Background: an optimization exercise with open tools, aiming at small area, a short achievable clock period and few clock cycles per item. Do not read the settings as production practice.
Function was checked by simulation only, so behaviour that the tests miss may differ from the original.
No activity file was given, so power comes from the tool's default toggle rates.

--- design/flow/design.v ---
package mpbs_pkg;
  localparam int MAX_PATTERNS    = 8;
  localparam int MAX_PATTERN_LEN = 32;
  localparam int SLOT_W = $clog2(MAX_PATTERNS);
  localparam int POS_W  = $clog2(MAX_PATTERN_LEN);
  localparam int LEN_W  = $clog2(MAX_PATTERN_LEN + 1);
  localparam int ROW_W  = MAX_PATTERN_LEN * 8;
  localparam int CNT_W  = 4;
  localparam logic [1:0] CMD_LOAD_BYTE = 2'd0;
  localparam logic [1:0] CMD_SET_LEN   = 2'd1;
  localparam logic [1:0] CMD_SCAN      = 2'd2;
  localparam logic [1:0] CMD_FINISH    = 2'd3;
  localparam logic REG_BASE   = 1'b0;
  localparam logic REG_ACTIVE = 1'b1;
  localparam logic KIND_MATCH  = 1'b0;
  localparam logic KIND_REPORT = 1'b1;
  localparam logic [1:0] S_IDLE = 2'd0;
  localparam logic [1:0] S_CMP  = 2'd1;
  localparam logic [1:0] S_RPT  = 2'd2;
endpackage
import mpbs_pkg::*;
module mpbs_pattern_mem (
  input  logic                          clk,
  input  logic                          wr,
  input  logic [SLOT_W-1:0]             wr_slot,
  input  logic [POS_W-1:0]              wr_pos,
  input  logic [7:0]                    wr_data,
  output logic [MAX_PATTERNS*ROW_W-1:0] rows
);
  logic [7:0] mem [MAX_PATTERNS][MAX_PATTERN_LEN];
  always_ff @(posedge clk) begin
    for (int i = 0; i < MAX_PATTERNS; i++) begin
      for (int j = 0; j < MAX_PATTERN_LEN; j++) begin
        if (wr && wr_slot == SLOT_W'(i) && wr_pos == POS_W'(j)) mem[i][j] <= wr_data;
      end
    end
  end
  always_comb begin
    for (int i = 0; i < MAX_PATTERNS; i++) begin
      for (int j = 0; j < MAX_PATTERN_LEN; j++) begin
        rows[i*ROW_W + j*8 +: 8] = mem[i][j];
      end
    end
  end
endmodule
import mpbs_pkg::*;
module mpbs_matcher (
  input  logic                          clk,
  input  logic                          scan,
  input  logic                          rot,
  input  logic [POS_W-1:0]              ins,
  input  logic [7:0]                    data,
  input  logic [MAX_PATTERNS*ROW_W-1:0] rows,
  input  logic [MAX_PATTERNS*MAX_PATTERN_LEN-1:0] keep,   
  output logic [MAX_PATTERNS-1:0]       hit
);
  logic [7:0] win [MAX_PATTERN_LEN];
  always_ff @(posedge clk) begin
    for (int k = 0; k < MAX_PATTERN_LEN; k++) begin
      if (scan && POS_W'(k) == ins) win[k] <= data;
      else if (scan || rot) win[k] <= win[(k + 1) % MAX_PATTERN_LEN];
    end
  end
  always_comb begin
    for (int i = 0; i < MAX_PATTERNS; i++) begin
      hit[i] = 1'b1;
      for (int j = 0; j < MAX_PATTERN_LEN; j++) begin
        if (keep[i*MAX_PATTERN_LEN + j] && win[j] != rows[i*ROW_W + j*8 +: 8]) hit[i] = 1'b0;
      end
    end
  end
endmodule
import mpbs_pkg::*;
module multi_pattern_byte_scanner_unit (
  input  logic        clk,
  input  logic        rst,
  input  logic        in_valid,
  output logic        in_stall,
  input  logic [1:0]  cmd,
  input  logic [2:0]  pattern_slot,
  input  logic [4:0]  byte_position,
  input  logic [5:0]  length_value,
  input  logic [7:0]  data_byte,
  output logic        out_valid,
  input  logic        out_stall,
  output logic        kind,
  output logic [2:0]  which_pattern,
  output logic [31:0] match_address,
  output logic [31:0] match_count,
  output logic        last,
  input  logic        cfg_write,
  input  logic        cfg_index,
  input  logic [31:0] cfg_data
);
  logic        v1;
  logic [1:0]  c1;
  logic [2:0]  s1;
  logic [4:0]  p1;
  logic [5:0]  l1;
  logic [7:0]  d1;
  logic [31:0]             base_address;
  logic [3:0]              n;           
  logic [MAX_PATTERNS-1:0] act;         
  logic                    cfgn_flag;   
  logic [LEN_W-1:0] lengths [MAX_PATTERNS];
  logic [POS_W-1:0] ins;         
  logic [POS_W-1:0] needm1_r;    
  logic             stale;       
  logic [31:0]      seen;
  logic             seen_nz;     
  logic             r2_ok;       
  logic                    v2, f2;
  logic [MAX_PATTERNS-1:0] m2;   
  logic                    v3, f3, lastr;
  logic [MAX_PATTERNS-1:0] h3;   
  logic [31:0]             a3;
  logic [2:0]              ridx;
  logic [31:0]             counts [MAX_PATTERNS];
  logic        kv, kk, kl;
  logic [2:0]  kw;
  logic [31:0] ka, kc;
  logic [MAX_PATTERN_LEN-1:0] th [MAX_PATTERNS];
  logic [MAX_PATTERN_LEN:1]   ath;       
  logic [POS_W-1:0]           needm1_tree;
  always_comb begin
    for (int i = 0; i < MAX_PATTERNS; i++) begin
      for (int k = 1; k <= MAX_PATTERN_LEN; k++) th[i][k-1] = lengths[i] >= LEN_W'(k);
    end
    for (int k = 1; k <= MAX_PATTERN_LEN; k++) begin
      ath[k] = 1'b0;
      for (int i = 0; i < MAX_PATTERNS; i++) begin
        if (act[i] && th[i][k-1]) ath[k] = 1'b1;
      end
    end
    for (int b = 0; b < POS_W; b++) begin
      needm1_tree[b] = 1'b0;
      for (int k = (1 << b); k < 32; k += (2 << b)) begin
        if (ath[k + 1] && (k + 1 + (1 << b) > 32 || !ath[k + 1 + (1 << b)])) needm1_tree[b] = 1'b1;
      end
    end
  end
  logic misalign, rotate, emit, o_free;
  logic r3_leave, r3_ready;
  logic exec_scan, exec_fin, exec_load, exec_set, adv1, accept;
  assign misalign  = seen_nz && (ins != needm1_r);
  assign rotate    = misalign && !stale && !cfgn_flag;
  assign emit      = v3 && !kv;
  assign r3_leave  = emit && (!f3 || lastr);
  assign r3_ready  = !v3 || r3_leave;
  assign o_free    = !out_valid || !out_stall;
  assign exec_load = v1 && c1 == CMD_LOAD_BYTE && r2_ok;
  assign exec_set  = v1 && c1 == CMD_SET_LEN && r2_ok;
  assign exec_scan = v1 && c1 == CMD_SCAN && !stale && r2_ok;
  assign exec_fin  = v1 && c1 == CMD_FINISH && r2_ok;
  assign adv1      = exec_load || exec_set || exec_scan || exec_fin;
  assign accept    = in_valid && !in_stall;
  logic [MAX_PATTERNS-1:0] cmp, hit;
  logic                    any_hit;
  always_comb begin
    hit     = cmp & m2;
    any_hit = hit != '0;
  end
  logic       v1_n, seen_nz_n, stale_n, cfgn_n, kv_n, v2_n, v3c_n, f3_n, lastr_n;
  logic [1:0] c1_n;
  logic [POS_W-1:0] ins_n, ins_m;
  logic [2:0] ridx_n;
  logic       r3_ready_n, r2_ready_n, adv1_n, misalign_n, in_stall_n;
  always_comb begin
    v1_n      = accept || (v1 && !adv1 && (!rst || c1 == CMD_LOAD_BYTE || c1 == CMD_SET_LEN));
    c1_n      = accept ? cmd : c1;
    seen_nz_n = (rst || exec_fin) ? 1'b0 : (exec_scan ? 1'b1 : seen_nz);
    stale_n   = exec_set;
    cfgn_n    = cfg_write && cfg_index == REG_ACTIVE;
    if (rst || !seen_nz || exec_fin) ins_n = needm1_tree;
    else if (rotate)                 ins_n = ins - POS_W'(1);
    else                             ins_n = ins;
    kv_n      = rst ? 1'b0 : (kv ? !o_free : (emit && !o_free));
    v2_n      = rst ? 1'b0 : (exec_scan || exec_fin || (v2 && !r3_ready));
    v3c_n     = rst ? 1'b0 : ((v2 && r3_ready) || (v3 && !r3_leave));
    f3_n      = (v2 && r3_ready) ? f2 : f3;
    if (v2 && r3_ready)       ridx_n = 3'd0;
    else if (emit && f3)      ridx_n = ridx + 3'd1;
    else                      ridx_n = ridx;
    lastr_n   = ({1'b0, ridx_n} + 4'd1) == n;
    r3_ready_n = !v3c_n || (!kv_n && (!f3_n || lastr_n));
    r2_ready_n = !v2_n || r3_ready_n;
    unique case (c1_n)
      CMD_SCAN: adv1_n = !stale_n && r2_ready_n;
      default:  adv1_n = r2_ready_n;
    endcase
    if (rst || !seen_nz || exec_fin) ins_m = needm1_r;
    else if (rotate)                 ins_m = ins - POS_W'(1);
    else                             ins_m = ins;
    misalign_n = seen_nz_n && (stale || cfgn_flag || (ins_m != needm1_r));
    in_stall_n = (v1_n && !adv1_n) || (v1_n && c1_n == CMD_SET_LEN && seen_nz_n) ||
                 ((stale_n || cfgn_n) && seen_nz_n) || misalign_n;
  end
  always_ff @(posedge clk) begin
    v1        <= v1_n;
    seen_nz   <= seen_nz_n;
    stale     <= stale_n;
    cfgn_flag <= cfgn_n;
    ins       <= ins_n;
    kv        <= kv_n;
    v2        <= v2_n;
    ridx      <= ridx_n;
    lastr     <= lastr_n;
    r2_ok     <= r2_ready_n;
    in_stall  <= in_stall_n;
    needm1_r  <= needm1_tree;
  end
  always_ff @(posedge clk) begin
    if (!in_stall) begin
      c1 <= cmd;
      s1 <= pattern_slot;
      p1 <= byte_position;
      l1 <= length_value;
      d1 <= data_byte;
    end
  end
  logic [3:0] n_in;
  always_comb begin
    if (cfg_data[3:0] == 4'd0)      n_in = 4'd1;
    else if (cfg_data[3:0] > 4'd8)  n_in = 4'd8;
    else                            n_in = cfg_data[3:0];
  end
  always_ff @(posedge clk) begin
    if (rst) begin
      base_address <= 32'd0;
      n            <= 4'd1;
      act          <= MAX_PATTERNS'(1);
    end else begin
      if (cfg_write && cfg_index == REG_BASE) base_address <= cfg_data;
      if (cfg_write && cfg_index == REG_ACTIVE) begin
        n <= n_in;
        for (int i = 0; i < MAX_PATTERNS; i++) act[i] <= 4'(i) < n_in;
      end
    end
  end
  logic [MAX_PATTERNS*ROW_W-1:0]           rows;
  logic [MAX_PATTERNS*MAX_PATTERN_LEN-1:0] keep;
  mpbs_pattern_mem u_mem (
    .clk     (clk),
    .wr      (exec_load),
    .wr_slot (s1),
    .wr_pos  (p1),
    .wr_data (d1),
    .rows    (rows)
  );
  always_ff @(posedge clk) begin
    for (int i = 0; i < MAX_PATTERNS; i++) begin
      if (exec_set && s1 == 3'(i)) begin
        lengths[i] <= (l1 > LEN_W'(MAX_PATTERN_LEN)) ? LEN_W'(MAX_PATTERN_LEN) : l1;
      end
    end
  end
  always_comb begin
    for (int i = 0; i < MAX_PATTERNS; i++) keep[i*MAX_PATTERN_LEN +: MAX_PATTERN_LEN] = th[i];
  end
  mpbs_matcher u_match (
    .clk  (clk),
    .scan (exec_scan),
    .rot  (rotate),
    .ins  (ins),
    .data (d1),
    .rows (rows),
    .keep (keep),
    .hit  (cmp)
  );
  always_ff @(posedge clk) begin
    if (rst || exec_fin) begin
      seen <= 32'd0;
    end else if (exec_scan) begin
      seen <= seen + 32'd1;
    end
  end
  logic scan_test;
  assign scan_test = (seen[31:POS_W] != '0) || (seen[POS_W-1:0] >= needm1_r);
  always_ff @(posedge clk) begin
    if (exec_scan || exec_fin) begin
      f2 <= exec_fin;
      m2 <= (exec_scan && scan_test) ? act : '0;
    end
  end
  always_ff @(posedge clk) begin
    if (rst) begin
      v3 <= 1'b0;
    end else if (v2 && r3_ready) begin
      v3 <= f2 || any_hit;
    end else if (r3_leave) begin
      v3 <= 1'b0;
    end
  end
  always_ff @(posedge clk) begin
    if (v2 && r3_ready) begin
      f3 <= f2;
      h3 <= f2 ? MAX_PATTERNS'(1) : hit;
      a3 <= base_address + seen + ~{{(32-POS_W){1'b0}}, needm1_r};
    end else if (emit && f3) begin
      h3 <= {h3[MAX_PATTERNS-2:0], 1'b0};
    end
  end
  logic [2:0]  sel;
  logic [31:0] cnt, inc;
  logic [MAX_PATTERNS-1:0] h3_oh;
  always_comb begin
    h3_oh = h3 & ~(h3 - MAX_PATTERNS'(1));
    sel = 3'd0;
    cnt = 32'd0;
    for (int i = 0; i < MAX_PATTERNS; i++) begin
      if (h3_oh[i]) begin
        sel = sel | 3'(i);
        cnt = cnt | counts[i];
      end
    end
  end
  assign inc = (cnt == '1) ? cnt : cnt + 32'd1;
  always_ff @(posedge clk) begin
    for (int i = 0; i < MAX_PATTERNS; i++) begin
      if (rst || (emit && f3 && lastr)) counts[i] <= 32'd0;
      else if (emit && !f3 && h3_oh[i]) counts[i] <= inc;
    end
  end
  logic        rk, rl;
  logic [2:0]  rw;
  logic [31:0] ra, rc;
  assign rk = f3;
  assign rw = sel;
  assign ra = f3 ? 32'd0 : a3;
  assign rc = f3 ? cnt : inc;
  assign rl = f3 ? lastr : 1'b1;
  always_ff @(posedge clk) begin
    if (rst) begin
      out_valid <= 1'b0;
    end else if (o_free) begin
      out_valid <= kv || emit;
    end
  end
  always_ff @(posedge clk) begin
    if (o_free) begin
      if (kv) begin
        kind <= kk; which_pattern <= kw; match_address <= ka; match_count <= kc; last <= kl;
      end else begin
        kind <= rk; which_pattern <= rw; match_address <= ra; match_count <= rc; last <= rl;
      end
    end
    if (!kv && !o_free) begin
      kk <= rk; kw <= rw; ka <= ra; kc <= rc; kl <= rl;
    end
  end
endmodule
--- design/flow/flow/run.sh ---
#!/bin/bash
# Standard layout, with timing repair aimed at a 4.5 ns path (14 ns period less a
# 9.5 ns setup margin) and the port buffers made of buf_2 cells. The clock period and
# constraints are the design's.
set -euo pipefail
bash standard.sh SETUP_SLACK_MARGIN=9.5 "BUFFER_PORTS_ARGS=-buffer_cell sky130_fd_sc_hd__buf_2" finish > make_finish.log 2>&1
--- design/flow/standard.sh ---
#!/bin/bash
# synth_recipe.tcl (not shown) runs the flow's synth.tcl, then flattens the netlist and writes it again
# the make line also repeats each setting of config.mk as NAME=value (left out here)
make -C /OpenROAD-flow-scripts/flow DESIGN_CONFIG=/design/flow/config.mk WORK_HOME=/design/flow/orfs CLKGATE_MAP_FILE= SYNTH_SCRIPT=/design/flow/synth_recipe.tcl "${@:-finish}"
--- design/flow/config.mk ---
export PLATFORM = sky130hd
export DESIGN_NAME = multi_pattern_byte_scanner_unit
export DESIGN_NICKNAME = multi_pattern_byte_scanner_unit
export VERILOG_FILES = /design/flow/design.v
export SDC_FILE = /design/flow/constraint.sdc
export NUM_CORES = 4
export LEC_CHECK = 0
export CAP_MARGIN = 40
export CORE_MARGIN = 2
export CORE_UTILIZATION = 40
export CTS_CLUSTER_DIAMETER = 60
export CTS_CLUSTER_SIZE = 30
export SLEW_MARGIN = 40
--- design/flow/constraint.sdc ---
create_clock -name core_clock -period 14.0 [get_ports {clk}]
set_input_delay 2.8000 -clock core_clock [delete_from_list [all_inputs] [get_ports {clk}]]
set_output_delay 2.8000 -clock core_clock [all_outputs]
set_load 0.01 [all_outputs]
==> out/metrics.csv <==
stage,metric,value,unit
clock_tree,clk latency of the worst-skew pair,0.97,ns
synthesis,largest area contributor in the netlist,edfxtp_1,
floorplanning,die width,580,µm
synthesis,Mapped Cells,10300,
synthesis,"Seq/Total Area, Yosys",63.3,%
synthesis,Post-Syn Area per Cell,12.9,µm²
synthesis,Synth area leaders,"edfxtp_1 (58%), xor2_1 (8.5%), xnor2_1 (5.6%)",
pwr,sequential share of power,53.3,%
worst_setup_path,CP arrival,5.30,ns
clock_tree,clock sink count,2919,
route,DRT antenna net count,0,
sta,hold violation total from the final report,0,
pwr,net switching share of the total power,26.8,%
route,Post-Route WL,481000,µm
sta,Max Clock Freq,217,MHz
cells_and_area,Area Overhead vs Synth,11.9,%
synthesis,area share of the largest cell type after synthesis,58.0,%
cells_and_area,Post-layout nets,10400,
worst_setup_path,category of the most critical setup path,register to register,
synthesis,Seq cells post-synth,2919,
global_route,first-pass GRT wire length,663000,µm
pwr,maximum VDD drop,113,µV
clock_tree,CTS Buffer Depth,4,
floorplanning,# rows,211,
floorplanning,Initial Utilization,40.2,%
worst_setup_path,RR Startpoint,lengths[1][4],
global_route,vias in the first global route,83200,
pwr,Comb pwr share,8.0,%
clock_tree,root buf cell,clkbuf_16,
route,Via density,5.88,
worst_setup_path,R2R cell count,9,
synthesis,XOR/XNOR Fraction of Synth Area,14.1,%
worst_setup_path,Slowest Stage Delay on Critical Path,0.58,ns
global_route,GRT Resource Usage Total,27.7,%
sta,Period minus WS final,4.60,ns
worst_setup_path,critical path's top delay family,compound AO/OA/AOI/OAI gates,
synthesis,"Distinct cells, synth",100,
route,drt first pass iters,7,
cells_and_area,Finished Core Util,45.0,%
sta,# setup viols final,0,
min_path,Hold Crit Depth,2,
worst_setup_path,CP dominant cell by count,o21ai_1,
clock_tree,CTS H-tree depth,4,
cells_and_area,"commonest non-fill, non-tap cell in the layout",edfxtp_1,
sta,Fin Hold WS,0.452,ns
sta,Slew Limit Fails,0,
sta,final setup skew,0.106,ns
global_route,maximum number of pins on one net before global-route repair,132,
clock_tree,CTS Hold Bufs,0,
placement,gpl congestion,1.04,
floorplanning,Core Area,0.330,mm²
synthesis,number of synthesized flops with an enable pin,2563,
synthesis,largest family of logic cells by synthesized area,XOR/XNOR gates,
floorplanning,I/O Pins,133,
synthesis,post-synthesis adder-cell area fraction,0.780,%
synthesis,Compound-Gate Fraction of Synth Area,6.31,%
min_path,hold path endpoint,counts[5][18],
sta,final worst setup slack,9.40,ns
pwr,internal cell power,13.8,mW
sta,fin crit share,32.9,%
worst_setup_path,reg2reg end,h3[1],
synthesis,post-synthesis mux area share,2.73,%
worst_setup_path,CP max FO,16,
worst_setup_path,Buf/Inv on CP,1,
floorplanning,Die ar.,0.337,mm²
cells_and_area,fraction of layout instances using a drive strength above 1,13.8,%
worst_setup_path,CP Launch Type,register,
cells_and_area,"commonest cells after routing, fill and taps aside","edfxtp_1 (2563), xor2_1 (1292), xnor2_1 (847)",
cells_and_area,Multi-input gate area,0.0464,mm²
sta,post-route setup TNS,0,ns
worst_setup_path,cell chain of the critical path,"buf_4, or2_2, a21o_1, o21ai_0, o21ai_1, a2111oi_0, and4b_1, nand4_1, o21ai_1",
pwr,Switching Power,5.04,mW
cells_and_area,register area,0.0841,mm²
pwr,PD cells,127,mW/mm²
synthesis,Main synth FF type,edfxtp_1,
pwr,clock group share of total power,38.7,%
route,total number of vias,87500,
placement,Placement Setup Slack,7.65,ns
synthesis,mapped cell area,0.133,mm²
cells_and_area,Fill cells,29200,
worst_setup_path,Critical Path Sink Type,register,
synthesis,syn nets,10400,
min_path,min-delay src,counts[5][18],
route,DR DRC count,0,
synthesis,Synth Warn #,13,
sta,measured slew at the worst slew-check pin,1.00,ns
job,max-cap violations,0,
worst_setup_path,r2r setup slk,9.40,ns
clock_tree,clock transition at the registers of the reported paths,0.10,ns
synthesis,Simple-Gate Fraction of Synth Area,10.1,%
sta,Slew HR,33.1,%
placement,dpl hpwl,318000,µm
worst_setup_path,Worst path depth,9,
global_route,gr ovfl total,0,
clock_tree,CTS tree,done,
route,number of DRC markers in iteration 0,10600,
global_route,initial antenna violation count,61,
route,Wirelength per Cell,32.3,µm
sta,RSZ-0062 raised after global routing,no,
min_path,Hold WC Path Type,register to register,
worst_setup_path,"Data required, critical path",14.70,ns
run_status,status,no timing/DRC/antenna violations,
pwr,Static Leakage,48.1,nW
floorplanning,die height,580,µm
worst_setup_path,crit path max-delay cell type,a2111oi_0,
synthesis,post-synthesis async set-or-reset flop share,0,%
placement,Port Buffer Count,132,
clock_tree,total CTS buffers,230,
[metal layers]
metal  vias to the layer above  track usage, %  wire [µm]
li1                      37500               -          -
met1                     44700            37.4     197000
met2                      4433            43.1     217000
met3                       854            5.72      42600
met4                        28            12.2      23900
met5                         -               0        196
[registers in the layout, indices dropped and copies added, names as in the netlist, 5 cells and up]
signal / count
p1: 5
match_address: 32
l1: 6
u_mem.mem: 2048
m2: 8
act: 8
a3: 32
ins: 5
ka: 32
d1: 8
lengths: 48
seen: 32
needm1_r: 5
base_address: 32
u_match.win: 256
kc: 32
match_count: 32
counts: 256
h3: 8
[worst reg2reg max path: stages, from the launching register on]
cell and delay, ns:
edfxtp_1 0.39, buf_4 0.28, or2_2 0.59, a21o_1 0.41, o21ai_0 0.34, o21ai_1 0.40, a2111oi_0 0.58, and4b_1 0.41
nand4_1 0.41, o21ai_1 0.53
[timing repair]
| action | in CTS | in global routing |
|---|---|---|
| hold endpoints to repair | 0 | 0 |
| setup buffers | 23 | 24 |
| endpoints found under the setup margin | 324 | 146 |
| gates cloned | 2 | 0 |
| resized for setup | 32 | 24 |
| pin swaps | 7 | 6 |
[power by group through the flow]
stage | clock (mW) | sequential (mW) | combinational [mW]
after floorplan | 0 | 10.0 | 0.934
after global placement | 0 | 10.2 | 1.42
after detailed placement | 0 | 10.2 | 1.47
after CTS | 7.36 | 10.0 | 1.49
after global routing | 7.66 | 10.0 | 1.60
final | 7.27 | 10.0 | 1.51
[cells by family (layout without fill, tap and decap cells)]
group                      after synthesis  in the layout
adders and majority gates               80             80
xor gates and xnor gates              2143           2143
buffers and inverters                  860           1077
DFF                                   2919           2919
AOI/OAI and AO/OA                     1286           1286
and+or+nand+nor                       2658           2660
other                                    0             22
muxes                                  322            322
[Yosys cell counts (all sizes together) (107+ instances only)]
| master | number |
|---|---|
| or3 | 107 |
| inv | 200 |
| xnor2 | 849 |
| nand4 | 268 |
| nor4 | 344 |
| nor2 | 568 |
| buf | 110 |
| dfxtp | 356 |
| o21ai | 311 |
| edfxtp | 2563 |
| mux2 | 317 |
| nand2 | 633 |
| a21oi | 336 |
| clkbuf | 542 |
| xor2 | 1294 |
| nand3 | 297 |
[final cells by class]
class                           count  area share, %
Tap cell                         4366           3.68
Multi-Input combinational cell   6491           31.2
Sequential cell                  2919           56.6
Clock inverter                    181           1.70
Timing Repair Buffer              437           2.20
Clock buffer                      251           4.03
Inverter                          208          0.532
Antenna cell                       22         0.0371
[how the worst max path moves through the flow]
stage / from / end / slack, ns
2_1_floorplan: out_stall / ka[0] / 9.41
5_1_grt: h3[2] / counts[0][3] / 9.50
6_report: lengths[1][4] / h3[1] / 9.40
3_3_place_gp: h3[5] / kc[1] / 7.27
4_1_cts: rst / counts[4][28] / 9.50
3_5_place_dp: h3[5] / kc[1] / 7.65
[metrics by stage]
stage	area, µm²	total power, mW	instances
after global placement	139000	11.7	14400
after floorplan	133000	11.0	10300
after global routing	149000	19.3	14900
final	149000	18.8	14900
after CTS	148000	18.9	14800
after detailed placement	139000	11.7	14400
Testbench counts, summed over its fixed seeds: cycles 18,681, items 16,384.

==> port drivers added, routing unchanged <==
How much do the figures lean on ideal ports? The routed layout below was timed once more, with nothing changed but the port constraints. Step 1 sets driving cells, clkbuf_16 on the clock port and buf_2 on the other inputs (assumed; they add their load-dependent delay and slew). Step 2 moves the port delays by t, midway between the first and last clock arrival at a register: inputs arrive t later, outputs are due t later. That takes back most of the time a late clock gives input paths. a / b / c = ideal ports / drivers / drivers and shift; a / b = the first two.
t, ns: 1.032
setup slack, ns: 9.398 / 9.398 / 8.795
worst setup path at the end: input to register
cell pins on the clock port's net: 1
After both steps this run still meets setup and hold. For this run, drivers alone change the setup slack by 0.000 ns; drivers and shift together by -0.603 ns.
